Context: an optimization exercise on an open-source flow, tuned for small area. The choices shown serve that exercise and are no tape-out recipe.
At most, simulation tests tie the RTL to the original design; equivalence was not proved.
No functional check of the RTL was part of run 2.
Power is estimated from default activity; no workload was simulated.

$ cat flow/config.mk
export PLATFORM = sky130hd
export DESIGN_NAME = multicast_tree_member_table_unit
export DESIGN_NICKNAME = multicast_tree_member_table_unit
export VERILOG_FILES = /design/flow/design.v
export SDC_FILE = /design/flow/constraint.sdc
export NUM_CORES = 4
export LEC_CHECK = 0
export CAP_MARGIN = 20
export CORE_MARGIN = 2
export CORE_UTILIZATION = 40
export SLEW_MARGIN = 20
$ cat flow/run.sh
#!/bin/bash
# synth_recipe.tcl (not shown) runs the flow's synth.tcl, then flattens the netlist and writes it again
# the make line also repeats each setting of config.mk as NAME=value (left out here)
make -C /OpenROAD-flow-scripts/flow DESIGN_CONFIG=/design/flow/config.mk WORK_HOME=/design/flow/orfs CLKGATE_MAP_FILE= SYNTH_SCRIPT=/design/flow/synth_recipe.tcl finish
$ cat flow/design.v
package mtmt_pkg;
    typedef logic [31:0] addr_t;
    typedef logic [9:0]  cost_t;
    typedef struct packed {
        cost_t cost;
        addr_t addr;
    } entry_t;
    typedef struct packed {
        logic shift;
        logic wr_en;
    } ring_ctl_t;
    localparam logic [2:0] ACT_LOAD   = 3'd0;
    localparam logic [2:0] ACT_TJOIN  = 3'd1;
    localparam logic [2:0] ACT_RJOIN  = 3'd2;
    localparam logic [2:0] ACT_CJOIN  = 3'd3;
    localparam logic [2:0] ACT_SEG    = 3'd4;
    localparam logic [2:0] ACT_TPRUNE = 3'd5;
    localparam logic [2:0] ACT_CPRUNE = 3'd6;
    localparam logic [2:0] ACT_DATA   = 3'd7;
    localparam logic [2:0] KIND_DONE         = 3'd0;
    localparam logic [2:0] KIND_JOIN_ROOT    = 3'd1;
    localparam logic [2:0] KIND_SEGMENT      = 3'd2;
    localparam logic [2:0] KIND_SEND_VECTOR  = 3'd3;
    localparam logic [2:0] KIND_JOIN_PARENT  = 3'd4;
    localparam logic [2:0] KIND_PRUNE_ROOT   = 3'd5;
    localparam logic [2:0] KIND_PRUNE_PARENT = 3'd6;
    localparam logic [2:0] KIND_FORWARD      = 3'd7;
    localparam logic [1:0] ST_OK      = 2'd0;
    localparam logic [1:0] ST_PRESENT = 2'd1;
    localparam logic [1:0] ST_FULL    = 2'd2;
    localparam logic [1:0] ST_IGNORED = 2'd3;
    localparam logic CFG_OWN_ADDR  = 1'b0;
    localparam logic CFG_ROOT_ADDR = 1'b1;
    localparam cost_t UNKNOWN_COST = 10'd999;
    localparam cost_t COST_MAX     = 10'd1023;
endpackage
module mtmt_cell #(
    parameter int W = 32
) (
    input  logic         clk,
    input  logic         shift,
    input  logic [W-1:0] din,
    output logic [W-1:0] q
);
    logic [W-1:0] q_reg;
    always_ff @(posedge clk)
    begin
        if (shift)
        begin
            q_reg <= din;
        end
    end
    assign q = q_reg;
endmodule
module mtmt_ring
#(
    parameter int W = 32,
    parameter int N = 16
) (
    input  logic         clk,
    input  mtmt_pkg::ring_ctl_t ctl,
    input  logic [W-1:0] wr_data,
    output logic [W-1:0] head
);
    logic [W-1:0] q [N];
    logic [W-1:0] feed;
    assign feed = ctl.wr_en ? wr_data : q[0];
    assign head = q[0];
    for (genvar i = 0; i < N; i++)
    begin : g_cell
        mtmt_cell #(.W(W)) u_cell (
            .clk   (clk),
            .shift (ctl.shift),
            .din   ((i == N - 1) ? feed : q[(i + 1) % N]),
            .q     (q[i])
        );
    end
endmodule
module multicast_tree_member_table_unit
#(
    parameter int MAX_MEMBERS = 16
) (
    input  logic         clk,
    input  logic         rst_n,
    input  logic         s_tvalid,
    output logic         s_tready,
    input  logic [47:0]  s_tdata,    
    input  logic [2:0]   s_tuser,    
    output logic         m_tvalid,
    input  logic         m_tready,
    output logic [111:0] m_tdata,    
    output logic [2:0]   m_tuser,    
    output logic         m_tlast,
    input  logic         cfg_valid,
    output logic         cfg_ready,
    input  logic         cfg_index,
    input  logic [31:0]  cfg_data
);
    localparam int NR = 3 * (MAX_MEMBERS + 1);    
    localparam int NC = MAX_MEMBERS + 1;          
    localparam logic [2:0] ACT_LOAD   = 3'd0;
    localparam logic [2:0] ACT_TJOIN  = 3'd1;
    localparam logic [2:0] ACT_RJOIN  = 3'd2;
    localparam logic [2:0] ACT_CJOIN  = 3'd3;
    localparam logic [2:0] ACT_SEG    = 3'd4;
    localparam logic [2:0] ACT_TPRUNE = 3'd5;
    localparam logic [2:0] ACT_CPRUNE = 3'd6;
    localparam logic [2:0] ACT_DATA   = 3'd7;
    localparam logic [2:0] K_DONE = 3'd0, K_JROOT = 3'd1, K_SEGMENT = 3'd2, K_VEC = 3'd3;
    localparam logic [2:0] K_JPAR = 3'd4, K_PROOT = 3'd5, K_PPAR = 3'd6, K_FWD = 3'd7;
    localparam logic [1:0] ST_OK = 2'd0, ST_PRESENT = 2'd1, ST_FULL = 2'd2, ST_IGNORED = 2'd3;
    localparam logic [3:0] S_INIT  = 4'd0;
    localparam logic [3:0] S_IDLE  = 4'd1;
    localparam logic [3:0] S_PRE   = 4'd2;
    localparam logic [3:0] S_SCAN  = 4'd3;
    localparam logic [3:0] S_UPD   = 4'd4;
    localparam logic [3:0] E_DONE  = 4'd5;
    localparam logic [3:0] E_JROOT = 4'd6;
    localparam logic [3:0] E_PRUNE = 4'd7;
    localparam logic [3:0] E_OWN   = 4'd8;
    localparam logic [3:0] E_TERM  = 4'd9;
    localparam logic [3:0] E_CHILD = 4'd10;
    localparam logic [3:0] E_VEC   = 4'd11;
    localparam logic [3:0] E_SEGJ  = 4'd12;
    localparam logic [3:0] E_SEGW  = 4'd13;
    logic [NR*32-1:0] ar;
    logic [NC*10-1:0] cr, lr;
    logic [31:0] q0;
    logic [9:0]  cq, lq;
    logic        rwe, cwe, lwe;
    logic [31:0] rdata;
    assign q0 = ar[31:0];
    assign cq = cr[9:0];
    assign lq = lr[9:0];
    logic [3:0]  state, state_n;
    logic [4:0]  sub, sub_n;
    logic [1:0]  rg, rg_n;
    logic [4:0]  lcnt, lcnt_n, tcnt, tcnt_n, ccnt, ccnt_n;
    logic [9:0]  path, path_n;
    logic        seen, seen_n;
    logic [31:0] seq, seq_n;
    logic        out_valid, out_valid_n;
    logic [31:0] out_addr, out_addr_n;
    logic [9:0]  out_cost, out_cost_n;
    logic [2:0]  out_kind, out_kind_n;
    logic        out_last, out_last_n;
    logic [2:0]  act, act_n;
    logic [1:0]  st, st_n;
    logic        hit, hit_n, lk_hit, lk_hit_n, any, any_n;
    logic [3:0]  idx, idx_n, cur, cur_n;
    logic [4:0]  lastpos, lastpos_n;
    logic        a_own, a_own_n, a_root, a_root_n, a_par, a_par_n;
    logic        is_root, is_root_n, par0, par0_n, parroot, parroot_n;
    always_ff @(posedge clk)
    begin
        ar <= {(rwe ? rdata : q0), ar[NR*32-1:32]};
        cr <= {(cwe ? out_cost : cq), cr[NC*10-1:10]};
        lr <= {(lwe ? out_cost : lq), lr[NC*10-1:10]};
    end
    logic        p16, at_term, at_own, at_child, at_root, at_link, at_par;
    logic [3:0]  s4;
    logic        eq, free;
    assign p16      = sub[4];
    assign s4       = sub[3:0];
    assign at_term  = (rg == 2'd0) && !p16;
    assign at_own   = (rg == 2'd0) && p16;
    assign at_child = (rg == 2'd1) && !p16;
    assign at_root  = (rg == 2'd1) && p16;
    assign at_link  = (rg == 2'd2) && !p16;
    assign at_par   = (rg == 2'd2) && p16;
    assign eq       = (q0 == out_addr);
    assign free     = !out_valid || m_tready;
    assign s_tready  = (state == S_PRE) && at_par;
    assign cfg_ready = (state == S_IDLE) && (cfg_index ? at_root : at_own);
    logic show_dest, show_seg;
    assign show_dest = (out_kind != K_DONE) && (out_kind != K_SEGMENT);
    assign show_seg  = (out_kind == K_SEGMENT);
    assign m_tvalid  = out_valid;
    assign m_tlast   = out_last;
    assign m_tuser   = out_kind;
    assign m_tdata   = {4'd0,
                        seq & {32{act == ACT_DATA}},
                        st,
                        out_cost & {10{show_seg}},
                        out_addr & {32{show_seg}},
                        out_addr & {32{show_dest}}};
    always_comb
    begin
        logic        full_l, full_t, full_c, tsel, csel, is_seg, a_cur, seg_ok, lst;
        logic [9:0]  add_a, add_b, sat, cur_cost;
        logic [10:0] sum;
        logic [4:0]  nt, nc;
        state_n = state;  lcnt_n = lcnt;  tcnt_n = tcnt;  ccnt_n = ccnt;
        path_n = path;  seen_n = seen;  seq_n = seq;
        out_valid_n = out_valid && !m_tready;
        out_addr_n = out_addr;  out_cost_n = out_cost;  out_kind_n = out_kind;
        out_last_n = out_last;  act_n = act;  st_n = st;
        hit_n = hit;  lk_hit_n = lk_hit;  any_n = any;  idx_n = idx;  cur_n = cur;
        lastpos_n = lastpos;  a_own_n = a_own;  a_root_n = a_root;  a_par_n = a_par;
        is_root_n = is_root;  par0_n = par0;  parroot_n = parroot;
        rwe = 1'b0;  cwe = 1'b0;  lwe = 1'b0;  rdata = out_addr;
        sub_n = p16 ? 5'd0 : sub + 5'd1;
        rg_n  = p16 ? ((rg == 2'd2) ? 2'd0 : rg + 2'd1) : rg;
        full_l = lcnt[4];
        full_t = tcnt[4];
        full_c = ccnt[4];
        tsel   = (act == ACT_TJOIN) || (act == ACT_TPRUNE);
        csel   = (act == ACT_RJOIN) || (act == ACT_CJOIN) || (act == ACT_CPRUNE) ||
                 (act == ACT_DATA);
        is_seg = (act == ACT_SEG);
        a_cur  = par0 ? a_root : a_par;
        cur_cost = is_root ? 10'd0 : path;
        seg_ok = !a_own && ((out_cost < cur_cost) || ((out_cost == cur_cost) && a_cur));
        add_a = is_seg ? out_cost : 10'd0;
        add_b = at_link ? lq : (is_seg ? 10'd999 : 10'd1);
        sum   = {1'b0, add_a} + {1'b0, add_b};
        sat   = sum[10] ? 10'd1023 : sum[9:0];
        nt = tcnt;
        nc = ccnt;
        lst = 1'b0;
        case (state)
            S_INIT:
            begin
                rwe = p16;
                if (at_par)
                    state_n = S_IDLE;
            end
            S_IDLE:
            begin
                if (cfg_valid && cfg_ready)
                begin
                    rwe   = 1'b1;
                    rdata = cfg_data;
                end
                else if (s_tvalid && !out_valid && at_own)
                begin
                    out_addr_n = q0;
                    state_n    = S_PRE;
                end
            end
            S_PRE:
            begin
                if (at_root)
                begin
                    is_root_n  = eq;
                    out_addr_n = q0;
                end
                if (at_par)
                begin
                    parroot_n  = eq;
                    par0_n     = (q0 == 32'd0);
                    out_addr_n = s_tdata[31:0];
                    out_cost_n = s_tdata[41:32];
                    act_n      = s_tuser;
                    hit_n      = 1'b0;
                    lk_hit_n   = 1'b0;
                    any_n      = 1'b0;
                    if (s_tuser == ACT_DATA)
                        seq_n = seq + 32'd1;
                    state_n    = S_SCAN;
                end
            end
            S_SCAN:
            begin
                if (at_term)
                begin
                    if (({1'b0, s4} < tcnt) && eq && tsel)
                    begin
                        hit_n = 1'b1;
                        idx_n = s4;
                    end
                    if ((act == ACT_TPRUNE) && ({1'b0, s4} + 5'd1 == tcnt))
                        out_addr_n = q0;
                    if ((act == ACT_DATA) && ({1'b0, s4} < tcnt))
                    begin
                        lastpos_n = {1'b0, s4};
                        any_n     = 1'b1;
                    end
                end
                if (at_own)
                    a_own_n = eq;
                if (at_child)
                begin
                    if (({1'b0, s4} < ccnt) && eq && csel)
                    begin
                        hit_n = 1'b1;
                        idx_n = s4;
                    end
                    if ((act == ACT_CPRUNE) && ({1'b0, s4} + 5'd1 == ccnt))
                    begin
                        out_addr_n = q0;
                        out_cost_n = cq;
                    end
                    if ((act == ACT_DATA) && ({1'b0, s4} < ccnt) && !eq)
                    begin
                        lastpos_n = {1'b1, s4};
                        any_n     = 1'b1;
                    end
                end
                if (at_root)
                    a_root_n = eq;
                if (at_link && ({1'b0, s4} < lcnt) && eq && !lk_hit &&
                    (is_seg || (act == ACT_RJOIN)))
                begin
                    lk_hit_n   = 1'b1;
                    out_cost_n = sat;
                end
                if (at_par)
                begin
                    a_par_n = eq;
                    if ((is_seg && !lk_hit) || (act == ACT_CJOIN) ||
                        ((act == ACT_RJOIN) && !lk_hit))
                        out_cost_n = sat;
                    state_n = S_UPD;
                end
            end
            S_UPD:
            begin
                case (act)
                    ACT_LOAD:
                        if (at_link && (s4 == lcnt[3:0]) && !full_l)
                        begin
                            rwe = 1'b1;
                            lwe = 1'b1;
                        end
                    ACT_TJOIN:
                        if (at_term && (s4 == tcnt[3:0]) && !hit && !full_t)
                            rwe = 1'b1;
                    ACT_TPRUNE:
                        if (at_term && (s4 == idx) && hit)
                            rwe = 1'b1;
                    ACT_RJOIN, ACT_CJOIN:
                        if (at_child && (s4 == ccnt[3:0]) && !hit && !full_c &&
                            ((act == ACT_CJOIN) || is_root))
                        begin
                            rwe = 1'b1;
                            cwe = 1'b1;
                        end
                    ACT_CPRUNE:
                        if (at_child && (s4 == idx) && hit)
                        begin
                            rwe = 1'b1;
                            cwe = 1'b1;
                        end
                    default:
                    begin
                    end
                endcase
                if (at_par)
                begin
                    cur_n = 4'd0;
                    case (act)
                        ACT_LOAD:
                        begin
                            st_n = full_l ? ST_FULL : ST_OK;
                            if (!full_l)
                            begin
                                lcnt_n = lcnt + 5'd1;
                                if (a_root && !seen)
                                begin
                                    path_n = out_cost;
                                    seen_n = 1'b1;
                                end
                            end
                            state_n = E_DONE;
                        end
                        ACT_TJOIN:
                        begin
                            st_n = hit ? ST_PRESENT : (full_t ? ST_FULL : ST_OK);
                            if (!hit && !full_t)
                                tcnt_n = tcnt + 5'd1;
                            state_n = E_JROOT;
                        end
                        ACT_RJOIN, ACT_CJOIN:
                        begin
                            st_n = hit ? ST_PRESENT : (full_c ? ST_FULL : ST_OK);
                            if ((act == ACT_RJOIN) && !is_root)
                            begin
                                st_n    = ST_IGNORED;
                                state_n = E_DONE;
                            end
                            else
                            begin
                                if (!hit && !full_c)
                                    ccnt_n = ccnt + 5'd1;
                                state_n = (act == ACT_RJOIN) ? E_OWN : E_DONE;
                            end
                        end
                        ACT_SEG:
                        begin
                            st_n = seg_ok ? ST_OK : ST_IGNORED;
                            if (seg_ok)
                                path_n = out_cost;
                            state_n = !seg_ok ? E_DONE : (a_cur ? E_SEGW : E_SEGJ);
                        end
                        ACT_TPRUNE, ACT_CPRUNE:
                        begin
                            st_n = hit ? ST_OK : ST_IGNORED;
                            if (hit)
                            begin
                                if (act == ACT_TPRUNE)
                                    nt = tcnt - 5'd1;
                                else
                                    nc = ccnt - 5'd1;
                            end
                            tcnt_n  = nt;
                            ccnt_n  = nc;
                            state_n = ((nt == 5'd0) && (nc == 5'd0) && !is_root) ? E_PRUNE
                                                                                 : E_DONE;
                        end
                        default:
                        begin
                            st_n    = ST_OK;
                            state_n = !any ? E_DONE : ((tcnt != 5'd0) ? E_TERM : E_CHILD);
                        end
                    endcase
                end
            end
            E_DONE:
            begin
                if (free)
                begin
                    out_valid_n = 1'b1;
                    out_kind_n  = K_DONE;
                    out_last_n  = 1'b1;
                    state_n     = S_IDLE;
                end
            end
            E_JROOT:
            begin
                if (free && at_root)
                begin
                    out_addr_n  = q0;
                    out_valid_n = 1'b1;
                    out_kind_n  = K_JROOT;
                    out_last_n  = 1'b1;
                    state_n     = S_IDLE;
                end
            end
            E_PRUNE:
            begin
                if (free && (par0 ? at_root : at_par))
                begin
                    out_addr_n  = q0;
                    out_valid_n = 1'b1;
                    out_kind_n  = (par0 || parroot) ? K_PROOT : K_PPAR;
                    out_last_n  = 1'b1;
                    state_n     = S_IDLE;
                end
            end
            E_OWN:
            begin
                if (free && at_own)
                begin
                    out_addr_n  = q0;
                    out_cost_n  = 10'd0;
                    out_valid_n = 1'b1;
                    out_kind_n  = K_SEGMENT;
                    out_last_n  = 1'b0;
                    state_n     = E_CHILD;
                end
            end
            E_TERM:
            begin
                if (free && at_term && (s4 == cur))
                begin
                    lst         = (lastpos == {1'b0, cur});
                    out_addr_n  = q0;
                    out_valid_n = 1'b1;
                    out_kind_n  = K_FWD;
                    out_last_n  = lst;
                    cur_n       = cur + 4'd1;
                    if (lst)
                        state_n = S_IDLE;
                    else if ({1'b0, cur} + 5'd1 == tcnt)
                    begin
                        cur_n   = 4'd0;
                        state_n = E_CHILD;
                    end
                end
            end
            E_CHILD:
            begin
                if (at_child && (s4 == cur))
                begin
                    if ((act == ACT_DATA) && hit && (idx == cur))
                        cur_n = cur + 4'd1;
                    else if (free)
                    begin
                        out_addr_n  = q0;
                        out_valid_n = 1'b1;
                        cur_n       = cur + 4'd1;
                        if (act == ACT_DATA)
                        begin
                            lst         = (lastpos == {1'b1, cur});
                            out_kind_n  = K_FWD;
                            out_last_n  = lst;
                            if (lst)
                                state_n = S_IDLE;
                        end
                        else
                        begin
                            out_cost_n  = cq;
                            out_kind_n  = K_SEGMENT;
                            out_last_n  = 1'b0;
                            if ({1'b0, cur} + 5'd1 == ccnt)
                            begin
                                cur_n   = 4'd0;
                                state_n = E_VEC;
                            end
                        end
                    end
                end
            end
            E_VEC:
            begin
                if (free && at_child && (s4 == cur))
                begin
                    lst         = ({1'b0, cur} + 5'd1 == ccnt);
                    out_addr_n  = q0;
                    out_valid_n = 1'b1;
                    out_kind_n  = K_VEC;
                    out_last_n  = lst;
                    cur_n       = cur + 4'd1;
                    if (lst)
                        state_n = S_IDLE;
                end
            end
            E_SEGJ:
            begin
                if (free)
                begin
                    out_valid_n = 1'b1;
                    out_kind_n  = K_JPAR;
                    out_last_n  = 1'b0;
                    state_n     = E_SEGW;
                end
            end
            E_SEGW:
            begin
                if (free && at_par)
                begin
                    rwe        = 1'b1;
                    out_addr_n = q0;
                    if (a_cur)
                    begin
                        out_valid_n = 1'b1;
                        out_kind_n  = K_DONE;
                        out_last_n  = 1'b1;
                        state_n     = S_IDLE;
                    end
                    else if (!par0)
                    begin
                        out_valid_n = 1'b1;
                        out_kind_n  = parroot ? K_PROOT : K_PPAR;
                        out_last_n  = 1'b1;
                        state_n     = S_IDLE;
                    end
                    else
                        state_n = E_PRUNE;
                end
            end
            default:
                state_n = S_IDLE;
        endcase
    end
    always_ff @(posedge clk or negedge rst_n)
    begin
        if (!rst_n)
        begin
            state     <= S_INIT;
            sub       <= 5'd0;
            rg        <= 2'd0;
            lcnt      <= 5'd0;
            tcnt      <= 5'd0;
            ccnt      <= 5'd0;
            path      <= 10'd999;
            seen      <= 1'b0;
            seq       <= 32'd0;
            out_valid <= 1'b0;
            out_addr  <= 32'd0;
        end
        else
        begin
            state     <= state_n;
            sub       <= sub_n;
            rg        <= rg_n;
            lcnt      <= lcnt_n;
            tcnt      <= tcnt_n;
            ccnt      <= ccnt_n;
            path      <= path_n;
            seen      <= seen_n;
            seq       <= seq_n;
            out_valid <= out_valid_n;
            out_addr  <= out_addr_n;
        end
    end
    always_ff @(posedge clk)
    begin
        out_cost <= out_cost_n;
        out_kind <= out_kind_n;
        out_last <= out_last_n;
        act      <= act_n;
        st       <= st_n;
        hit      <= hit_n;
        lk_hit   <= lk_hit_n;
        any      <= any_n;
        idx      <= idx_n;
        cur      <= cur_n;
        lastpos  <= lastpos_n;
        a_own    <= a_own_n;
        a_root   <= a_root_n;
        a_par    <= a_par_n;
        is_root  <= is_root_n;
        par0     <= par0_n;
        parroot  <= parroot_n;
    end
endmodule
$ cat flow/constraint.sdc
create_clock -name core_clock -period 10.0 [get_ports {clk}]
set_input_delay 2.0000 -clock core_clock [delete_from_list [all_inputs] [get_ports {clk}]]
set_output_delay 2.0000 -clock core_clock [all_outputs]
set_load 0.01 [all_outputs]
==> results of run 1 <==
-- state kept, by name (all words and copies together) (netlist names), 4 cells and up --
register / count
lastpos: 5
cr: 170
ar: 1632
idx: 4
seq: 32
out_addr: 32
out_cost: 10
lr: 170
cur: 4
sub: 5
ccnt: 5
state: 4
path: 10
lcnt: 5
tcnt: 5
-- layout by cell type, fill, tap and decap left out, drive strengths merged, types with 40 or more instances in the layout --
cell type | synthesis | final
nand2 | 161 | 161
xnor2 | 89 | 89
a21oi | 42 | 42
inv | 33 | 50
nor2 | 54 | 54
ha | 40 | 40
mux2 | 142 | 142
dfxtp | 1972 | 1972
clkdlybuf4s50 | 0 | 196
clkbuf | 58 | 255
clkinv | 0 | 45
and3 | 64 | 64
dfrtp | 94 | 94
edfxtp | 41 | 41
o21ai | 78 | 78
nor2b | 52 | 52
-- power groups by stage --
stage                     clock (mW)  combinational, mW  sequential (mW)
final                           7.20              0.670             8.62
after global routing            7.75              0.734             8.62
after CTS                       7.40              0.668             8.61
after detailed placement           0              0.664             8.80
after global placement             0              0.659             8.80
after floorplan                    0              0.442             8.76
-- cells by family after synthesis --
family	share of synthesized area
AOI/OAI and AO/OA	0.0273
xor gates and xnor gates	0.0202
adders and majority gates	0.0102
buffers and inverters	0.0111
DFF	0.844
muxes	0.0327
other	0.0000731
and+or+nand+nor	0.0546
-- area by class of cell --
| cell class | count | area, um^2 |
|---|---|---|
| inverters | 33 | 124 |
| diodes | 3 | 7.51 |
| clock inverters | 84 | 1130 |
| well taps | 1662 | 2080 |
| clock buffers | 255 | 5280 |
| fillers | 10700 | 65900 |
| multi-input cells | 1067 | 7470 |
| flip-flops and latches | 2115 | 43300 |
| repair buffers | 218 | 2130 |
-- layer usage --
layer  up-vias  global-route usage  wire length (um)
met4         6              0.0425              1630
met3       137              0.0368              5040
li1      11500                   -                 -
met2       538               0.181             34100
met1     11200               0.196             44200
met5         -                   0                34
-- synthesized netlist by cell type (8+ instances only) --
| cell | count | area [um^2] |
|---|---|---|
| clkbuf_1 | 57 | 214 |
| dfrtp_1 | 94 | 2350 |
| xor2_1 | 29 | 254 |
| edfxtp_1 | 41 | 1230 |
| dfstp_2 | 8 | 210 |
| and3_1 | 64 | 400 |
| a21o_1 | 8 | 60.1 |
| a21oi_1 | 42 | 210 |
| nor2_1 | 52 | 195 |
| buf_6 | 9 | 101 |
| nand2_1 | 161 | 604 |
| nand4_1 | 29 | 181 |
| ha_1 | 40 | 500 |
| mux2_2 | 141 | 1590 |
| a22oi_1 | 12 | 90.1 |
| inv_1 | 32 | 120 |
| nand3_1 | 35 | 175 |
| dfxtp_1 | 1972 | 39500 |
| o21ai_0 | 73 | 365 |
| nand2b_1 | 12 | 75.1 |
| mux2i_1 | 8 | 80.1 |
| nor4_1 | 18 | 113 |
| and2_1 | 38 | 238 |
| o21a_1 | 9 | 67.6 |
| buf_2 | 12 | 60.1 |
| xnor2_1 | 89 | 780 |
| a31oi_1 | 14 | 87.6 |
| nor3_1 | 24 | 120 |
| nor2b_1 | 52 | 325 |
-- stage by stage --
step	worst slack [ns]	hold slack, ns	instances	power [mW]	area (um^2)
CTS	4.65	0.273	5434	16.7	61500
detailed placement	4.69	0.312	5095	9.47	55100
finish	4.68	0.274	5437	16.5	61500
global route	4.56	0.273	5434	17.1	61500
global placement	4.66	0.310	5095	9.46	55100
floorplan	5.61	0.310	3304	9.20	51300
-- worst max-delay path, stage by stage --
cell             delay, ns
clkdlybuf4s50_1       0.48
xnor2_1               0.14
nand2_1               0.07
nor2_1                0.09
clkdlybuf4s50_1       0.54
-- worst min-delay path by stage --
stage | startpoint | end | slack [ns]
global placement | ar[36] | ar[4] | 0.31
CTS | ar[52] | ar[20] | 0.27
finish | ar[52] | ar[20] | 0.27
global route | ar[52] | ar[20] | 0.27
floorplan | ar[32] | ar[0] | 0.31
detailed placement | ar[1082] | ar[1050] | 0.31
==> results.sh, run 1 <==
export IMPL_status="no timing/DRC/antenna violations"
export IMPL_start_util=0.403
export IMPL_core_um2=127000
export IMPL_post_route_period_util=0.532
export IMPL_port_buffers=197
export IMPL_whs_path_depth=0
export IMPL_yosysUniqueCellTypes=75
export IMPL_p_int_mw=13.0
export IMPL_antenna_found_initial=13
export IMPL_tns_ns=0
export IMPL_ir_worst_vdd_v=0.000198
export IMPL_grt_first_pass_wirelength_mm=132
export IMPL_maxCapViolCount=0
export IMPL_hold_buffers=0
export IMPL_p_seq_frac=0.523
export IMPL_clockBufferDepth=3
export IMPL_dieHeight_um=362
export IMPL_ys_seq_area_frac=0.844
export IMPL_post_cts_resized=0
export IMPL_clk_pin_slew_worst_paths_ns=0.06
export IMPL_synthArstFlopShare=0.0482
export IMPL_ys_ff_latch=2115
export IMPL_drt_initial_drc_count=1391
export IMPL_power_density_nw_per_um2=268
export IMPL_power_switching_mw=3.54
export IMPL_area_growth_pct=19.9
export IMPL_tightest_slew_ns=1.13
export IMPL_first_pass_iters=5
export IMPL_hold_path_class="register to register"
export IMPL_synthCells=3301
export IMPL_rsz0062_at_grt="false"
export IMPL_cp_max_fo=2
export IMPL_routed_via_density=4.31
export IMPL_fin_nets=3750
export IMPL_ant_nets=0
export IMPL_cts_root_buf="clkbuf_16"
export IMPL_num_io_pins=208
export IMPL_synth_edf_count=41
export IMPL_p_clk_frac=0.437
export IMPL_drive_gt1_frac=0.129
export IMPL_critPathCaptureType="primary output"
export IMPL_numCtsBuffers=185
export IMPL_cts_sinks=2115
export IMPL_start_kind="primary input"
export IMPL_period_minus_slack_ns=5.32
export IMPL_synth_flop_cell="dfxtp_1"
export IMPL_slew_headroom=0.242
export IMPL_finalSetupViolCount=0
export IMPL_syn_area_um2=51300
export IMPL_endpoint="cfg_ready"
export IMPL_postCtsSetupRepairBufs=0
export IMPL_routedWlPerCell_um=15.6
export IMPL_clk_latency_ns=0.80
export IMPL_crit_required_ns=8.00
export IMPL_grt_max_degree=65
export IMPL_r2r_end="out_cost[3]"
export IMPL_cp_arrival_ns=3.32
export IMPL_fmax_mhz=188
export IMPL_synth_area_per_cell_um2=15.5
export IMPL_routed_wirelength_mm=85.0
export IMPL_yosys_warnings=1
export IMPL_netSwitchingFraction=0.214
export IMPL_fin_worst_skew_ns=0.0645
export IMPL_die_w_um=362
export IMPL_grt_pass1_vias=22800
export IMPL_dp_final_hpwl_mm=53.6
export IMPL_grt_use_total=0.131
export IMPL_gp_congestion=0.838
export IMPL_ff2ff_setup_slack_ns=5.88
export IMPL_via_count=23400
export IMPL_final_util=0.483
export IMPL_slew_viol_final=0
export IMPL_grt_overflow_total=0
export IMPL_htree_levels=4
export IMPL_leakage_nw=24.9
export IMPL_fp_row_count=131
export IMPL_cp_startpoint="cfg_index"
export IMPL_cts_tree="done"
export IMPL_die_area_um2=131000
export IMPL_rr_startpoint="act[0]"
export IMPL_comb_power_share=0.041
export IMPL_hold_violations=0
export IMPL_reg2reg_depth=12
export IMPL_drc=0
export IMPL_critical_path_class="primary input to primary output"
==> inputs of run 2 (changes only) <==
--- a/flow/design.v
+++ b/flow/design.v
@@ -125,6 +125,9 @@
     localparam logic [3:0] E_SEGW  = 4'd13;
+    localparam logic [3:0] E_CCOST = 4'd14;
     logic [NR*32-1:0] ar;
-    logic [NC*10-1:0] cr, lr;
+    logic [NC*5-1:0]  cr;
+    logic [NC*10-1:0] lr;
     logic [31:0] q0;
-    logic [9:0]  cq, lq;
+    logic [4:0]  cq;
+    logic [9:0]  lq;
     logic        rwe, cwe, lwe;
@@ -132,3 +135,3 @@
     assign q0 = ar[31:0];
-    assign cq = cr[9:0];
+    assign cq = cr[4:0];
     assign lq = lr[9:0];
@@ -138,3 +141,2 @@
     logic [4:0]  lcnt, lcnt_n, tcnt, tcnt_n, ccnt, ccnt_n;
-    logic [9:0]  path, path_n;
     logic        seen, seen_n;
@@ -156,3 +158,3 @@
         ar <= {(rwe ? rdata : q0), ar[NR*32-1:32]};
-        cr <= {(cwe ? out_cost : cq), cr[NC*10-1:10]};
+        cr <= {(cwe ? out_cost[4:0] : cq), cr[NC*5-1:5]};
         lr <= {(lwe ? out_cost : lq), lr[NC*10-1:10]};
@@ -162,2 +164,4 @@
     logic        eq, free;
+    logic [4:0]  cnt_here;
+    logic        lt_here, last_here, at_cnt;
     assign p16      = sub[4];
@@ -172,2 +176,6 @@
     assign free     = !out_valid || m_tready;
+    assign cnt_here  = (rg == 2'd0) ? tcnt : ((rg == 2'd1) ? ccnt : lcnt);
+    assign lt_here   = ({1'b0, s4} < cnt_here);
+    assign last_here = ({1'b0, s4} + 5'd1 == cnt_here);
+    assign at_cnt    = ({1'b0, s4} == cnt_here);
     assign s_tready  = (state == S_PRE) && at_par;
@@ -193,3 +201,3 @@
         state_n = state;  lcnt_n = lcnt;  tcnt_n = tcnt;  ccnt_n = ccnt;
-        path_n = path;  seen_n = seen;  seq_n = seq;
+        seen_n = seen;  seq_n = seq;
         out_valid_n = out_valid && !m_tready;
@@ -211,6 +219,6 @@
         a_cur  = par0 ? a_root : a_par;
-        cur_cost = is_root ? 10'd0 : path;
+        cur_cost = is_root ? 10'd0 : lq;    
         seg_ok = !a_own && ((out_cost < cur_cost) || ((out_cost == cur_cost) && a_cur));
-        add_a = is_seg ? out_cost : 10'd0;
-        add_b = at_link ? lq : (is_seg ? 10'd999 : 10'd1);
+        add_a = out_cost;
+        add_b = at_link ? lq : 10'd999;
         sum   = {1'b0, add_a} + {1'b0, add_b};
@@ -224,2 +232,3 @@
                 rwe = p16;
+                lwe = p16;
                 if (at_par)
@@ -266,3 +275,3 @@
                 begin
-                    if (({1'b0, s4} < tcnt) && eq && tsel)
+                    if (lt_here && eq && tsel)
                     begin
@@ -271,5 +280,5 @@
                     end
-                    if ((act == ACT_TPRUNE) && ({1'b0, s4} + 5'd1 == tcnt))
+                    if ((act == ACT_TPRUNE) && last_here)
                         out_addr_n = q0;
-                    if ((act == ACT_DATA) && ({1'b0, s4} < tcnt))
+                    if ((act == ACT_DATA) && lt_here)
                     begin
@@ -283,3 +292,3 @@
                 begin
-                    if (({1'b0, s4} < ccnt) && eq && csel)
+                    if (lt_here && eq && csel)
                     begin
@@ -288,8 +297,8 @@
                     end
-                    if ((act == ACT_CPRUNE) && ({1'b0, s4} + 5'd1 == ccnt))
+                    if ((act == ACT_CPRUNE) && last_here)
                     begin
-                        out_addr_n = q0;
-                        out_cost_n = cq;
+                        out_addr_n      = q0;
+                        out_cost_n[4:0] = cq;
                     end
-                    if ((act == ACT_DATA) && ({1'b0, s4} < ccnt) && !eq)
+                    if ((act == ACT_DATA) && lt_here && !eq)
                     begin
@@ -301,7 +310,10 @@
                     a_root_n = eq;
-                if (at_link && ({1'b0, s4} < lcnt) && eq && !lk_hit &&
+                if (at_link && lt_here && eq && !lk_hit &&
                     (is_seg || (act == ACT_RJOIN)))
                 begin
-                    lk_hit_n   = 1'b1;
-                    out_cost_n = sat;
+                    lk_hit_n = 1'b1;
+                    if (is_seg)
+                        out_cost_n = sat;
+                    else
+                        out_cost_n[4:0] = {1'b1, s4};
                 end
@@ -310,5 +322,6 @@
                     a_par_n = eq;
-                    if ((is_seg && !lk_hit) || (act == ACT_CJOIN) ||
-                        ((act == ACT_RJOIN) && !lk_hit))
+                    if (is_seg && !lk_hit)
                         out_cost_n = sat;
+                    if (((act == ACT_CJOIN) || (act == ACT_RJOIN)) && !lk_hit)
+                        out_cost_n[4] = 1'b0;
                     state_n = S_UPD;
@@ -320,3 +333,3 @@
                     ACT_LOAD:
-                        if (at_link && (s4 == lcnt[3:0]) && !full_l)
+                        if (at_link && at_cnt)
                         begin
@@ -326,3 +339,3 @@
                     ACT_TJOIN:
-                        if (at_term && (s4 == tcnt[3:0]) && !hit && !full_t)
+                        if (at_term && at_cnt && !hit)
                             rwe = 1'b1;
@@ -332,3 +345,3 @@
                     ACT_RJOIN, ACT_CJOIN:
-                        if (at_child && (s4 == ccnt[3:0]) && !hit && !full_c &&
+                        if (at_child && at_cnt && !hit &&
                             ((act == ACT_CJOIN) || is_root))
@@ -360,3 +373,3 @@
                                 begin
-                                    path_n = out_cost;
+                                    lwe    = 1'b1;    
                                     seen_n = 1'b1;
@@ -392,3 +405,3 @@
                             if (seg_ok)
-                                path_n = out_cost;
+                                lwe = 1'b1;    
                             state_n = !seg_ok ? E_DONE : (a_cur ? E_SEGW : E_SEGJ);
@@ -502,10 +515,6 @@
                         begin
-                            out_cost_n  = cq;
-                            out_kind_n  = K_SEGMENT;
-                            out_last_n  = 1'b0;
-                            if ({1'b0, cur} + 5'd1 == ccnt)
-                            begin
-                                cur_n   = 4'd0;
-                                state_n = E_VEC;
-                            end
+                            out_valid_n     = 1'b0;
+                            out_cost_n[4:0] = cq;
+                            cur_n           = cur;
+                            state_n         = E_CCOST;
                         end
@@ -514,2 +523,19 @@
             end
+            E_CCOST:
+            begin
+                if (!out_cost[4] || (!p16 && (s4 == out_cost[3:0])))
+                begin
+                    out_cost_n  = out_cost[4] ? lq : 10'd1;
+                    out_valid_n = 1'b1;
+                    out_kind_n  = K_SEGMENT;
+                    out_last_n  = 1'b0;
+                    cur_n       = cur + 4'd1;
+                    state_n     = E_CHILD;
+                    if ({1'b0, cur} + 5'd1 == ccnt)
+                    begin
+                        cur_n   = 4'd0;
+                        state_n = E_VEC;
+                    end
+                end
+            end
             E_VEC:
@@ -576,3 +602,2 @@
             ccnt      <= 5'd0;
-            path      <= 10'd999;
             seen      <= 1'b0;
@@ -581,2 +606,3 @@
             out_addr  <= 32'd0;
+            out_cost  <= 10'd999;
         end
@@ -590,3 +616,2 @@
             ccnt      <= ccnt_n;
-            path      <= path_n;
             seen      <= seen_n;
@@ -595,2 +620,3 @@
             out_addr  <= out_addr_n;
+            out_cost  <= out_cost_n;
         end
@@ -599,3 +625,2 @@
     begin
-        out_cost <= out_cost_n;
         out_kind <= out_kind_n;
==> flow/flow/run.sh (new file) <==
#!/bin/bash
set -euo pipefail
export BUFFER_PORTS_ARGS="-buffer_cell sky130_fd_sc_hd__buf_1"
export CTS_ARGS="-sink_clustering_enable -repair_clock_nets -dont_use_dummy_load -sink_clustering_size 30 -sink_clustering_max_diameter 50 -buf_list sky130_fd_sc_hd__clkbuf_16 "
bash standard.sh finish > flow_make.log 2>&1
==> flow/standard.sh (new file) <==
#!/bin/bash
# synth_recipe.tcl (not shown) runs the flow's synth.tcl, then flattens the netlist and writes it again
# the make line also repeats each setting of config.mk as NAME=value (left out here)
make -C /OpenROAD-flow-scripts/flow DESIGN_CONFIG=/design/flow/config.mk WORK_HOME=/design/flow/orfs CLKGATE_MAP_FILE= SYNTH_SCRIPT=/design/flow/synth_recipe.tcl "${@:-finish}"
--- a/flow/config.mk
+++ b/flow/config.mk
@@ -9,3 +9,3 @@
 export CORE_MARGIN = 2
-export CORE_UTILIZATION = 40
+export CORE_UTILIZATION = 65
 export SLEW_MARGIN = 20
removed: flow/run.sh
==> run 2 against run 1 <==
Compared with the run above:
- die area decreased by 40%
- highest routed layer unchanged
- first-iteration DRC count increased by 24%
- sequential power decreased by 6.4%
- clock skew increased by 0.071 ns
- still clean
- cell count decreased by 18%
- clock power decreased by 38%
- synthesized area decreased by 3.2%
- sequential cell count decreased by 95
- synthesized cell count decreased by 1.5%
==> results.sh, run 2 <==
export IMPL_num_io_pins=208
export IMPL_core_um2=75800
export IMPL_cts_tree="done"
export IMPL_slew_viol_final=0
export IMPL_synth_most_common_cell="dfxtp_1"
export IMPL_power_density_nw_per_um2=231
export IMPL_final_cell_mix="dfxtp_1, buf_1, clkbuf_16, nor2_1, dfrtp_1"
export IMPL_dp_final_hpwl_mm=63.9
export IMPL_synth_area_per_cell_um2=15.3
export IMPL_grt_max_degree=75
export IMPL_grt_use_total=0.277
export IMPL_power_total_mw=12.5
export IMPL_postCtsSetupRepairBufs=0
export IMPL_clockBufferDepth=3
export IMPL_die_w_um=280
export IMPL_period_minus_slack_ns=5.15
export IMPL_status="no timing/DRC/antenna violations"
export IMPL_tns_ns=0
export IMPL_ir_worst_vdd_v=0.000265
export IMPL_slowest_delay_ns=0.95
export IMPL_netlist_area_leader_share=0.761
export IMPL_yosysTopAreaCell="dfxtp_1"
export IMPL_slew_headroom=0.210
export IMPL_ys_seq_area_frac=0.831
export IMPL_post_route_period_util=0.515
export IMPL_grt_overflow_total=0
export IMPL_hold_path_class="register to register"
export IMPL_routedWlPerCell_um=24.2
export IMPL_syn_area_um2=49700
export IMPL_drt_initial_drc_count=1725
export IMPL_leakage_nw=21.9
export IMPL_cts_sinks=2020
export IMPL_hold_violations=0
export IMPL_fin_nets=3610
export IMPL_post_cts_resized=0
export IMPL_cpMaxStageDelayCell="or4b_1"
export IMPL_dp_cells=4350
export IMPL_synthArstFlopShare=0.0505
export IMPL_final_util=0.715
export IMPL_finalSetupViolCount=0
export IMPL_routed_via_density=5.42
export IMPL_cp_max_fo=32
export IMPL_start_kind="register"
export IMPL_yosys_warnings=1
export IMPL_via_count=24200
export IMPL_fp_row_count=101
export IMPL_maxCapViolCount=0
export IMPL_critical_path_class="register to primary output"
export IMPL_grt_pass1_vias=25600
export IMPL_fin_worst_skew_ns=0.136
export IMPL_synth_top_cells_by_count="dfxtp_1, nor2_1, dfrtp_1"
export IMPL_clk_latency_ns=0.72
export IMPL_routed_wirelength_mm=108
export IMPL_drive_gt1_frac=0.0818
export IMPL_critPathCaptureType="primary output"
export IMPL_cp_arrival_ns=3.15
export IMPL_p_clk_frac=0.354
export IMPL_htree_levels=3
export IMPL_synth_area_leaders="dfxtp_1, dfrtp_1, mux2_2, edfxtp_1, xnor2_1"
export IMPL_first_pass_iters=7
export IMPL_clk_pin_slew_worst_paths_ns=0.11
export IMPL_power_switching_mw=2.45
export IMPL_drc=0
export IMPL_p_int_mw=10.1
export IMPL_area_growth_pct=9.21
export IMPL_comb_power_share=0.003
export IMPL_yosysUniqueCellTypes=96
export IMPL_synthCells=3251
export IMPL_reg_top3="ar: 1632 flops, lr: 170 flops, cr: 85 flops"
export IMPL_regMostFlops="ar"
export IMPL_antenna_found_initial=12
export IMPL_crit_chain="or4b_1 -> nor2_4 -> buf_4 -> buf_1"
export IMPL_grt_first_pass_wirelength_mm=162
export IMPL_fmax_mhz=194
export IMPL_netSwitchingFraction=0.195
export IMPL_port_buffers=197
export IMPL_p_seq_frac=0.644
export IMPL_ys_ff_latch=2020
export IMPL_crit_required_ns=8.00
export IMPL_gp_congestion=0.858
export IMPL_ant_nets=0
export IMPL_largest_reg_flops=1632
export IMPL_dieHeight_um=280
export IMPL_path_delay_family="simple AND/OR/NAND/NOR gates"
export IMPL_numCtsBuffers=114
export IMPL_crit_buf_inv=2
export IMPL_hold_slack_ns=0.262
export IMPL_synth_edf_count=31
export IMPL_die_area_um2=78600
export IMPL_stdcell_count=4470
export IMPL_final_common_cell="dfxtp_1"
export IMPL_synth_flop_cell="dfxtp_1"
export IMPL_start_util=0.655
export IMPL_rsz0062_at_grt="false"
export IMPL_cts_root_buf="clkbuf_16"
export IMPL_tightest_slew_ns=1.18
export IMPL_hold_buffers=0
-- run 2: area by class of cell --
type / count / area, um^2
Antenna cell: 6 / 15.0
Timing Repair Buffer: 218 / 901
Inverter: 44 / 165
Clock buffer: 114 / 2850
Tap cell: 978 / 1220
Fill cell: 4435 / 21600
Multi-Input combinational cell: 1090 / 7810
Sequential cell: 2020 / 41300
-- run 2: kinds of logic after synthesis --
logic type,Yosys count,share of synthesized area
xor+xnor,112,0.0198
mux,106,0.0237
other cells,1,0.0000755
fa+ha+maj,33,0.00847
compound gates,340,0.0490
simple gates,495,0.0553
flops,2020,0.831
buf+inv,144,0.0127
-- run 2: per-layer routing --
| metal | track usage | part of all wire |
|---|---|---|
| met5 | 0 | 0.00038 |
| met3 | 0.0491 | 0.055 |
| met1 | 0.376 | 0.44 |
| met4 | 0.0967 | 0.036 |
| met2 | 0.452 | 0.47 |
-- run 2: final timing paths --
check | endpoint | cells after the start | from | slack, ns
min in group asynchronous | seq[3] | 1 | rst_n | 1.49
worst min-delay path | ar[857] | 0 | ar[889] | 0.26
worst max register to register | out_cost[1] | 12 | rg[1] | 5.70
max in group asynchronous | ccnt[4] | 2 | rst_n | 7.11
worst min register to register | ar[857] | 0 | ar[889] | 0.26
worst max-delay path | s_tready | 4 | state[3] | 4.85
-- run 2: power by group through the flow --
stage,clock network [mW],registers [mW],logic (mW)
final,4.43,8.07,0.0317
after global placement,0,8.25,0.0302
after CTS,4.47,8.07,0.0321
after floorplan,0,8.25,0.00399
after detailed placement,0,8.25,0.0312
after global routing,4.70,8.07,0.0340
-- run 2: through the flow --
stage	cell area, um^2	setup slack, ns
detailed placement	51400	5.12
global route	54200	4.76
global placement	51400	5.21
CTS	54200	4.88
finish	54200	4.85
floorplan	49700	5.60
==> inputs of run 3 (changes only) <==
--- a/flow/design.v
+++ b/flow/design.v
@@ -256,3 +256,5 @@
                 end
-                if (at_par)
+                if (at_par && !s_tvalid)
+                    state_n = S_IDLE;
+                if (at_par && s_tvalid)
                 begin
==> flow/flow/run.sh (replaced) <==
#!/bin/bash
# The standard layout (standard.sh, unchanged make targets and settings) with
# three changes:
#  - synthesis maps logic with an area-oriented ABC script (flow/abc_area.script);
#    everything else in synthesis is synth_recipe.tcl as given (same registers);
#  - port buffers use buf_1;
#  - CTS uses clkbuf_8 leaf clusters of at most 16 sinks within 40 um and no dummy loads.
# Each tool's output is in ORFS's own logs under orfs/logs; make's output is in
# flow_make.log.
set -euo pipefail
HERE=$(pwd)
{
  echo "proc abc {args} {"
  echo "  set i [lsearch \$args -script]"
  echo "  set args [lreplace \$args \$i [expr {\$i + 1}] -script $HERE/flow/abc_area.script]"
  echo "  yosys abc {*}\$args"
  echo "}"
  cat synth_recipe.tcl
} > my_synth.tcl
sed "s#SYNTH_SCRIPT=[^ ]*#SYNTH_SCRIPT=$HERE/my_synth.tcl#" standard.sh > my_standard.sh
grep -q "SYNTH_SCRIPT=$HERE/my_synth.tcl" my_standard.sh
export BUFFER_PORTS_ARGS="-buffer_cell sky130_fd_sc_hd__buf_1"
export CTS_ARGS="-sink_clustering_enable -repair_clock_nets -dont_use_dummy_load -sink_clustering_size 16 -sink_clustering_max_diameter 40 -buf_list sky130_fd_sc_hd__clkbuf_8 "
bash my_standard.sh finish > flow_make.log 2>&1
==> flow/flow/abc_area.script (new file) <==
strash; balance; rewrite; refactor; balance; rewrite; rewrite -z; balance; refactor -z; rewrite -z; balance; dch -f; amap
==> run 3 against run 2 <==
Compared with the run above:
- utilization rose by 0.062 points
- hold slack improved by 0.0044 ns
- synthesized cell count increased by 0.46%
- register-to-register slack lost 2.4 ns
- via count down 0.12%
- non-clock buffer count fell by 3
- sequential cell count unchanged
- first-iteration DRC count rose by 1.6%
- synthesized area shrank 3.9%
- routed wire length decreased by 9.3%
- critical path depth is 24 higher
- count of clock-buffer cells in the layout up 53
- critical path type is now register to register
==> results.sh, run 3 <==
export IMPL_status="no timing/DRC/antenna violations"
export IMPL_synthArstFlopShare=0.0505
export IMPL_ant_nets=0
export IMPL_drc=0
export IMPL_critPathCaptureType="register"
export IMPL_power_density_nw_per_um2=271
export IMPL_fin_nets=3771
export IMPL_via_count=24200
export IMPL_crit_buf_inv=10
export IMPL_hold_buffers=0
export IMPL_slew_headroom=0.261
export IMPL_grt_first_pass_wirelength_mm=148
export IMPL_hold_path_class="register to register"
export IMPL_clockBufferDepth=3
export IMPL_cts_tree="done"
export IMPL_synth_top_family_by_area="compound AO/OA/AOI/OAI gates"
export IMPL_synth_adder_area_share=0.00881
export IMPL_tightest_slew_ns=1.11
export IMPL_drive_gt1_frac=0.0557
export IMPL_yosysTopAreaCell="dfxtp_1"
export IMPL_crit_path_frequent_cell="clkinv_1"
export IMPL_htree_levels=4
export IMPL_post_route_period_util=0.671
export IMPL_syn_area_um2=47700
export IMPL_cts_root_buf="clkbuf_8"
export IMPL_layout_setup_ws_ns=3.29
export IMPL_synth_area_per_cell_um2=14.6
export IMPL_num_io_pins=208
export IMPL_placed_area_um2=49800
export IMPL_routed_via_density=5.25
export IMPL_hold_violations=0
export IMPL_slowest_delay_ns=0.57
export IMPL_fin_worst_skew_ns=0.121
export IMPL_whs_path_depth=0
export IMPL_synth_compound_area_share=0.0592
export IMPL_maxCapViolCount=0
export IMPL_crit_required_ns=10.76
export IMPL_worstHoldStart="ar[957]"
export IMPL_slew_viol_final=0
export IMPL_ys_ff_latch=2020
export IMPL_rr_startpoint="sub[4]"
export IMPL_r2r_end="seq[29]"
export IMPL_area_growth_pct=9.31
export IMPL_fp_row_count=99
export IMPL_ff2ff_setup_slack_ns=3.29
export IMPL_final_common_cell="dfxtp_1"
export IMPL_cts_sinks=2020
export IMPL_finalSetupViolCount=0
export IMPL_routedWlPerCell_um=21.3
export IMPL_cpMaxStageDelayCell="dfrtp_1"
export IMPL_synth_xor_area_share=0
export IMPL_hold_end="ar[925]"
export IMPL_synth_flop_cell="dfxtp_1"
export IMPL_port_buffers=197
export IMPL_die_w_um=275
export IMPL_netlist_area_leader_share=0.792
export IMPL_synth_top_cells_by_count="dfxtp_1, nor2_1, clkinv_1"
export IMPL_drt_initial_drc_count=1753
export IMPL_dieHeight_um=275
export IMPL_dp_slack_ns=3.06
export IMPL_start_kind="register"
export IMPL_leakage_nw=20.7
export IMPL_synth_area_leaders="dfxtp_1, dfrtp_1, nor2_1, o22ai_1, edfxtp_1"
export IMPL_dp_final_hpwl_mm=64.9
export IMPL_gp_congestion=0.901
export IMPL_start_util=0.655
export IMPL_die_area_um2=75600
export IMPL_cp_max_fo=39
export IMPL_fill_cells=4350
export IMPL_ys_seq_area_frac=0.865
export IMPL_tns_ns=0
export IMPL_synth_edf_count=31
export IMPL_regMostFlops="ar"
export IMPL_reg_top3="ar: 1632 flops, lr: 170 flops, cr: 85 flops"
export IMPL_clk_pin_slew_worst_paths_ns=0.09
export IMPL_post_cts_resized=0
export IMPL_yosys_warnings=1
export IMPL_grt_pass1_vias=25500
export IMPL_reg2reg_depth=28
export IMPL_antenna_found_initial=4
export IMPL_stdcell_area_um2=52100
export IMPL_path_delay_family="simple AND/OR/NAND/NOR gates"
export IMPL_critical_path_class="register to register"
export IMPL_clk_latency_ns=0.83
export IMPL_postCtsSetupRepairBufs=0
export IMPL_grt_max_degree=58
export IMPL_fmax_mhz=149
export IMPL_final_cell_mix="dfxtp_1, nor2_1, clkinv_1, buf_1, o22ai_1"
export IMPL_synth_area_mux_share=0
export IMPL_synthCells=3266
export IMPL_power_total_mw=14.2
export IMPL_ir_worst_vdd_v=0.000231
export IMPL_numCtsBuffers=167
export IMPL_core_um2=72800
export IMPL_synthSimpleGateAreaFrac=0.0480
export IMPL_period_minus_slack_ns=6.71
export IMPL_synth_most_common_cell="dfxtp_1"
export IMPL_first_pass_iters=6
export IMPL_grt_use_total=0.264
export IMPL_yosysUniqueCellTypes=55
export IMPL_routed_wirelength_mm=98.0
export IMPL_cp_arrival_ns=7.47
export IMPL_grt_overflow_total=0
export IMPL_rsz0062_at_grt="false"
export IMPL_largest_reg_flops=1632
[run 3: how the worst max path moves through the flow]
stage | start | end | slack [ns] | cells past startpoint
3_3_place_gp | s_tvalid | seq[29] | 3.11 | 24
3_5_place_dp | s_tvalid | seq[29] | 3.06 | 24
2_1_floorplan | s_tvalid | seq[26] | 4.29 | 25
4_1_cts | sub[4] | seq[29] | 3.32 | 28
5_1_grt | sub[4] | seq[26] | 2.39 | 32
6_report | sub[4] | seq[29] | 3.29 | 28
[run 3: final cells by class]
type,instances,area (um^2),share of cell area
Antenna cell,1,2.50,0.0000480
Clock buffer,167,2300,0.0441
Inverter,230,865,0.0166
Multi-Input combinational cell,1015,5610,0.108
Sequential cell,2020,41300,0.791
Tap cell,959,1200,0.0230
Timing Repair Buffer,215,898,0.0172
[run 3: per-layer routing]
metal  vias up  part of all wire  GRT usage
met2       924              0.47      0.432
li1      11500                 -          -
met1     11500              0.43      0.344
met5         -           0.00028          0
met3       314             0.059     0.0542
met4         4             0.040      0.117
[run 3: cell families (layout without fill, tap and decap cells)]
logic type | count (synthesis) | in the layout
flops | 2020 | 2020
simple gates | 538 | 538
compound gates | 440 | 440
buf+inv | 234 | 612
fa+ha+maj | 33 | 33
other cells | 1 | 5
[run 3: through the flow]
stage,hold WS [ns],std cells,util
floorplan,0.310,3269,-
global placement,0.310,4438,0.684
detailed placement,0.312,4438,0.684
CTS,0.255,4605,0.715
global route,0.252,4607,0.716
finish,0.266,4607,0.716
[run 3: worst reg2reg max path: cells and delay by family (launching register included)]
family | cells | cell delay, ns
buffers and inverters | 10 | 2.30
AO/OA/AOI/OAI | 1 | 0.11
flip-flops | 1 | 0.57
AND/OR/NAND/NOR | 17 | 3.72
[run 3: power by group]
part	switching [mW]	internal [mW]
Combinational	0.889	0.411
Sequential	0.306	8.76
Clock	2.30	1.49
==> inputs of run 4 (changes only) <==
--- a/flow/flow/run.sh
+++ b/flow/flow/run.sh
@@ -6,3 +6,3 @@
 #  - port buffers use buf_1;
-#  - CTS uses clkbuf_8 leaf clusters of at most 16 sinks within 40 um and no dummy loads.
+#  - CTS uses clkbuf_16 leaf clusters of at most 33 sinks within 60 um and no dummy loads.
 # Each tool's output is in ORFS's own logs under orfs/logs; make's output is in
@@ -22,3 +22,3 @@
 export BUFFER_PORTS_ARGS="-buffer_cell sky130_fd_sc_hd__buf_1"
-export CTS_ARGS="-sink_clustering_enable -repair_clock_nets -dont_use_dummy_load -sink_clustering_size 16 -sink_clustering_max_diameter 40 -buf_list sky130_fd_sc_hd__clkbuf_8 "
+export CTS_ARGS="-sink_clustering_enable -repair_clock_nets -dont_use_dummy_load -sink_clustering_size 33 -sink_clustering_max_diameter 60 -buf_list sky130_fd_sc_hd__clkbuf_16 "
 bash my_standard.sh finish > flow_make.log 2>&1
==> run 4 against run 3 <==
Compared with the run above:
- fmax is 0.61% lower
- sequential power hardly changed
- count of clock-buffer cells in the layout is 80 lower
- hold slack worse by 0.018 ns
- die area stayed put
- still clean
- clock skew is 0.014 ns higher
- synthesized area stayed put
- largest cell class unchanged
==> results.sh, run 4 <==
export IMPL_status="no timing/DRC/antenna violations"
export IMPL_critical_path_class="register to register"
export IMPL_fp_row_count=99
export IMPL_ys_seq_area_frac=0.865
export IMPL_slew_viol_final=0
export IMPL_synth_area_per_cell_um2=14.6
export IMPL_fmax_mhz=148
export IMPL_stdcell_area_um2=52000
export IMPL_htree_levels=3
export IMPL_leakage_nw=20.6
export IMPL_drt_initial_drc_count=1881
export IMPL_hold_violations=0
export IMPL_tightest_slew_ns=1.19
export IMPL_layout_setup_ws_ns=3.25
export IMPL_cts_sinks=2020
export IMPL_crit_path_frequent_cell="clkinv_1"
export IMPL_antenna_found_initial=5
export IMPL_dieHeight_um=275
export IMPL_yosysTopAreaCell="dfxtp_1"
export IMPL_hold_path_class="register to register"
export IMPL_r2r_end="seq[29]"
export IMPL_synth_edf_count=31
export IMPL_grt_overflow_total=0
export IMPL_drc=0
export IMPL_num_io_pins=208
export IMPL_netlist_area_leader_share=0.792
export IMPL_post_cts_resized=0
export IMPL_first_pass_iters=6
export IMPL_path_delay_family="simple AND/OR/NAND/NOR gates"
export IMPL_synthCells=3266
export IMPL_hold_buffers=0
export IMPL_port_buffers=197
export IMPL_clk_latency_ns=0.69
export IMPL_synth_area_leaders="dfxtp_1, dfrtp_1, nor2_1, o22ai_1, edfxtp_1"
export IMPL_syn_area_um2=47700
export IMPL_final_cell_mix="dfxtp_1, nor2_1, clkinv_1, buf_1, o22ai_1"
export IMPL_yosys_warnings=1
export IMPL_rsz0062_at_grt="false"
export IMPL_grt_first_pass_wirelength_mm=155
export IMPL_placed_area_um2=49800
export IMPL_area_growth_pct=9.07
export IMPL_numCtsBuffers=87
export IMPL_cp_max_fo=39
export IMPL_rr_startpoint="sub[4]"
export IMPL_ys_ff_latch=2020
export IMPL_synthArstFlopShare=0.0505
export IMPL_maxCapViolCount=0
export IMPL_worstHoldStart="cr[81]"
export IMPL_synth_top_cells_by_count="dfxtp_1, nor2_1, clkinv_1"
export IMPL_die_w_um=275
export IMPL_slowest_delay_ns=0.57
export IMPL_reg_top3="ar: 1632 flops, lr: 170 flops, cr: 85 flops"
export IMPL_start_util=0.655
export IMPL_post_route_period_util=0.675
export IMPL_cpMaxStageDelayCell="dfrtp_1"
export IMPL_final_common_cell="dfxtp_1"
export IMPL_cp_arrival_ns=7.32
export IMPL_synth_most_common_cell="dfxtp_1"
export IMPL_crit_buf_inv=10
export IMPL_hold_slack_ns=0.248
export IMPL_grt_pass1_vias=25500
export IMPL_ir_worst_vdd_v=0.000262
export IMPL_dp_slack_ns=3.06
export IMPL_gp_congestion=0.901
export IMPL_hold_end="cr[76]"
export IMPL_clockBufferDepth=3
export IMPL_period_minus_slack_ns=6.75
export IMPL_yosysUniqueCellTypes=55
export IMPL_tns_ns=0
export IMPL_fin_nets=3691
export IMPL_grt_max_degree=58
export IMPL_dp_final_hpwl_mm=64.9
export IMPL_routedWlPerCell_um=22.8
export IMPL_cts_tree="done"
export IMPL_reg2reg_depth=28
export IMPL_start_kind="register"
export IMPL_grt_use_total=0.276
export IMPL_cts_root_buf="clkbuf_16"
export IMPL_die_area_um2=75600
export IMPL_routed_wirelength_mm=103
export IMPL_postCtsSetupRepairBufs=0
export IMPL_via_count=24300
export IMPL_fin_worst_skew_ns=0.134
export IMPL_synth_flop_cell="dfxtp_1"
export IMPL_ant_nets=0
export IMPL_ff2ff_setup_slack_ns=3.25
export IMPL_regMostFlops="ar"
export IMPL_clk_pin_slew_worst_paths_ns=0.10
export IMPL_finalSetupViolCount=0
export IMPL_crit_required_ns=10.58
export IMPL_largest_reg_flops=1632
export IMPL_whs_path_depth=0
export IMPL_power_density_nw_per_um2=274
export IMPL_routed_via_density=5.37
export IMPL_drive_gt1_frac=0.0345
export IMPL_critPathCaptureType="register"
export IMPL_core_um2=72800
export IMPL_slew_headroom=0.202
[run 4: worst max path at each step]
stage / end / depth (start not counted) / startpoint
global route: seq[26] / 32 / sub[4]
floorplan: seq[26] / 25 / s_tvalid
global placement: seq[29] / 24 / s_tvalid
CTS: seq[29] / 28 / sub[4]
finish: seq[29] / 28 / sub[4]
detailed placement: seq[29] / 24 / s_tvalid
[run 4: logic make-up (layout without fill, tap and decap cells)]
kind of cell             count (synthesis)  after routing  synth area share
AND/OR/NAND/NOR                        538            538            0.0480
buffers and inverters                  234            532            0.0187
adder cells (fa/ha/maj)                 33             33           0.00881
flip-flops                            2020           2020             0.865
AO/OA/AOI/OAI                          440            440            0.0592
other                                    1              8         0.0000786
[run 4: power breakdown]
part | internal (mW) | switching [mW]
clock | 1.56 | 2.27
sequential | 8.76 | 0.325
combinational | 0.412 | 0.923
total | 10.7 | 3.52
[run 4: metrics by stage]
step,power [mW],util,cells
floorplan,9.84,-,3269
global placement,10.4,0.684,4438
detailed placement,10.5,0.684,4438
CTS,14.3,0.714,4525
global route,14.7,0.714,4526
finish,14.3,0.714,4530
[run 4: layer usage]
layer | wire length (um) | GRT usage
met5 | 13 | 0
met1 | 42600 | 0.354
met3 | 6050 | 0.0532
met4 | 4370 | 0.112
met2 | 50200 | 0.464
[run 4: cell type report]
cell class / count / area (um^2)
sequential: 2020 / 41300
fill: 4416 / 20800
multi-input combinational: 1015 / 5610
clock buffer: 87 / 2180
tap: 959 / 1200
timing repair buffer: 215 / 898
inverter: 230 / 865
antenna: 4 / 10.0
[run 4: worst register-to-register path, delay by kind of cell (launching register included)]
kind | cells | cell delay [ns]
AND/OR/NAND/NOR | 17 | 3.72
buffers and inverters | 10 | 2.34
flip-flops | 1 | 0.57
AO/OA/AOI/OAI | 1 | 0.11

-- separate check: timing with driven ports --
Ports are ideal in the flow. The routed layouts listed here were re-timed in OpenROAD.
Step 1, drivers: a clkbuf_16 drives clk and a buf_2 each remaining input, both assumed.
Step 2 times the ports against the registers' clock, not the clock port: input delays grow and output delays shrink by t, the midpoint of the rising clock arrivals with the driver on.
a / b / c = ideal ports / drivers / drivers and shift; a / b = the first two.
| run | t, ns | setup WS [ns] | worst hold slack (ns) |
|---|---|---|---|
| run 1 | 0.840 | 4.685 / 4.634 / 4.661 | 0.274 / 0.274 / 0.274 |
| run 2 | 0.724 | 4.853 / 4.783 / 5.044 | 0.262 / 0.262 / 0.262 |
| run 3 | 0.837 | 3.293 / 3.293 / 3.058 | 0.266 / 0.266 / 0.266 |
| run 4 | 0.691 | 3.252 / 3.252 / 3.021 | 0.248 / 0.248 / 0.248 |
After both steps setup and hold are still met in every run listed. For run 3, which loses most, drivers alone change the setup slack by 0.000 ns; drivers and shift together by -0.235 ns.
